Background: an optimization exercise with open tools, aiming at small area, a short achievable clock period and few clock cycles per item. Do not read the settings as production practice.
Only simulation tests tie the RTL to the original design; equivalence was not proved.
Power and IR drop assume default switching activity.

## pepper
## rosetta_core
module rosetta_core #(
    parameter int num_pe = rosetta_pkg::num_pe,
    parameter int word_w = rosetta_pkg::word_w
) (
    input  logic                          clk,
    input  logic                          rst,
    output logic                          im_ren,
    output rosetta_pkg::pc_t              im_raddr,
    input  rosetta_pkg::inst_t            im_rdata,
    output logic                          pam_x_ren,
    output rosetta_pkg::row_addr_t        pam_x_raddr,
    input  logic [num_pe-1:0]             pam_x_rdata,
    output logic                          am_x_ren,
    output rosetta_pkg::row_addr_t        am_x_raddr,
    input  logic [num_pe*word_w-1:0]      am_x_rdata,
    output logic                          bm_ren,
    output rosetta_pkg::row_addr_t        bm_raddr,
    input  logic [num_pe*word_w-1:0]      bm_rdata,
    output logic                          wm_ren,
    output rosetta_pkg::waddr_t           wm_raddr,
    input  logic [num_pe*word_w-1:0]      wm_rdata,
    output logic                          am_r_wen,
    output rosetta_pkg::row_addr_t        am_r_waddr,
    output logic [num_pe*word_w-1:0]      am_r_wdata,
    output logic                          done
);
  ...
export LEC_CHECK = 0
export CAP_MARGIN = 20
export CORE_MARGIN = 2
export CORE_UTILIZATION = 55
export SLEW_MARGIN = 20
export TNS_END_PERCENT = 0
create_clock -name core_clock -period 9.0 [get_ports {clk}]
standard.sh (not shown) runs the stock make flow with config.mk's settings and CLKGATE_MAP_FILE= SYNTH_SCRIPT=/design/flow/synth_recipe.tcl, a recipe that flattens the netlist after the stock synthesis.
==> flow/flow/run.sh <==
#!/bin/bash
# The standard layout, with plain buf_1 cells as the port buffers instead of the
# delay buffers buffer_ports picks by itself. The whole make output goes to layout.log.
set -euo pipefail
bash standard.sh "BUFFER_PORTS_ARGS=-buffer_cell sky130_fd_sc_hd__buf_1" SETUP_SLACK_MARGIN=5.5 finish > layout.log 2>&1
Testbench counts of pepper, summed over its fixed seeds: cycles 4,944, items 1,180.
The following lists how harbor was set up differently from pepper:
# pepper
export LEC_CHECK = 0
export CAP_MARGIN = 20
export CORE_MARGIN = 2
export CORE_UTILIZATION = 55
export SLEW_MARGIN = 20
export TNS_END_PERCENT = 0
create_clock -name core_clock -period 9.0 [get_ports {clk}]
# harbor
export LEC_CHECK = 0
export CAP_MARGIN = 20
export CORE_MARGIN = 2
export CORE_UTILIZATION = 55
export CTS_CLUSTER_DIAMETER = 80
export CTS_CLUSTER_SIZE = 25
export SETUP_SLACK_MARGIN = 5
export SLEW_MARGIN = 20
export TNS_END_PERCENT = 0
create_clock -name core_clock -period 9.0 [get_ports {clk}]
-- flow/flow/run.sh --
<<< pepper, line 4
set -euo pipefail
bash standard.sh "BUFFER_PORTS_ARGS=-buffer_cell sky130_fd_sc_hd__buf_1" SETUP_SLACK_MARGIN=5.5 finish > layout.log 2>&1
>>> harbor, line 4
set -euo pipefail
bash standard.sh "BUFFER_PORTS_ARGS=-buffer_cell sky130_fd_sc_hd__buf_1" finish > layout.log 2>&1
harbor: routed length on met2 0.78% below pepper
harbor against pepper: critical path depth went down, fraction of layout cells with a size suffix above 1 went down.
harbor vs. pepper: detailed-route via count went down about 0.8%, peak ir drop on the vdd network up 0.000020 V, power share of the combinational group climbed 2.3 points.
Delta (harbor minus pepper): clock-net power decreased by about 20% relative to the old numbers, post-route total power has decreased, number of non-filler instances in the completed layout saw little to no change, final critical-path share of the clock period rose by 0.21 points.
register to output port as the type of the setup path with the least slack was reported by harbor, and register to register by pepper.
Input changes introduced in nickel (baseline for comparison: harbor):
# harbor
export LEC_CHECK = 0
export CAP_MARGIN = 20
export CORE_MARGIN = 2
export CORE_UTILIZATION = 55
export CTS_CLUSTER_DIAMETER = 80
export CTS_CLUSTER_SIZE = 25
export SETUP_SLACK_MARGIN = 5
export SLEW_MARGIN = 20
export TNS_END_PERCENT = 0
create_clock -name core_clock -period 9.0 [get_ports {clk}]
# nickel
export LEC_CHECK = 0
export CAP_MARGIN = 20
export CORE_MARGIN = 2
export CORE_UTILIZATION = 55
export SETUP_SLACK_MARGIN = 5
export SLEW_MARGIN = 20
export TNS_END_PERCENT = 0
create_clock -name core_clock -period 9.0 [get_ports {clk}]
nickel vs harbor — global-route usage rose 0.44 points. When nickel is set beside harbor, its register fraction of the total cell area turns out to be 0.47 points smaller. Going from harbor to nickel, total length of routed wires up about 1%, final-report setup violation count flat. Cmp nickel vs harbor: final design area excluding fillers higher in nickel. Summary of nickel over harbor: core utilization increased 1.2 points; sum of internal, switching and leakage power up 570 µW. Compared with harbor, nickel shows largest fanout on the critical path lower by 4. Design internal power in nickel is about 10% above harbor.

## what the ideal ports hide
The flow's constraints put no driver on any port. The routed layouts listed below were extracted and timed again, unchanged, in two steps.
Step 1 sets driving cells, clkbuf_16 on the clock port and buf_2 on the other inputs (assumed; they add their load-dependent delay and slew).
Step 2 times the ports against the registers' clock, not the clock port: input delays grow and output delays shrink by t, the midpoint of the rising clock arrivals with the driver on.
Slacks: ideal / step 1 / step 2; pairs: ideal / step 1.
| run | t, ns | setup WS [ns] | worst setup path after step 2 | clock arrival spread, ns | cell pins on the clock port's net |
|---|---|---|---|---|---|
| pepper | 0.657 | 4.820 / 4.805 / 4.730 | input to register | 0.033 / 0.034 | 1 |
| harbor | 0.682 | 4.802 / 4.740 / 4.777 | input to register | 0.028 / 0.028 | 1 |
| nickel | 0.656 | 4.857 / 4.796 / 4.772 | input to register | 0.032 / 0.032 | 1 |
After both steps setup and hold are still met in every run listed. For pepper, which loses most, drivers alone change the setup slack by -0.015 ns; drivers and shift together by -0.090 ns.
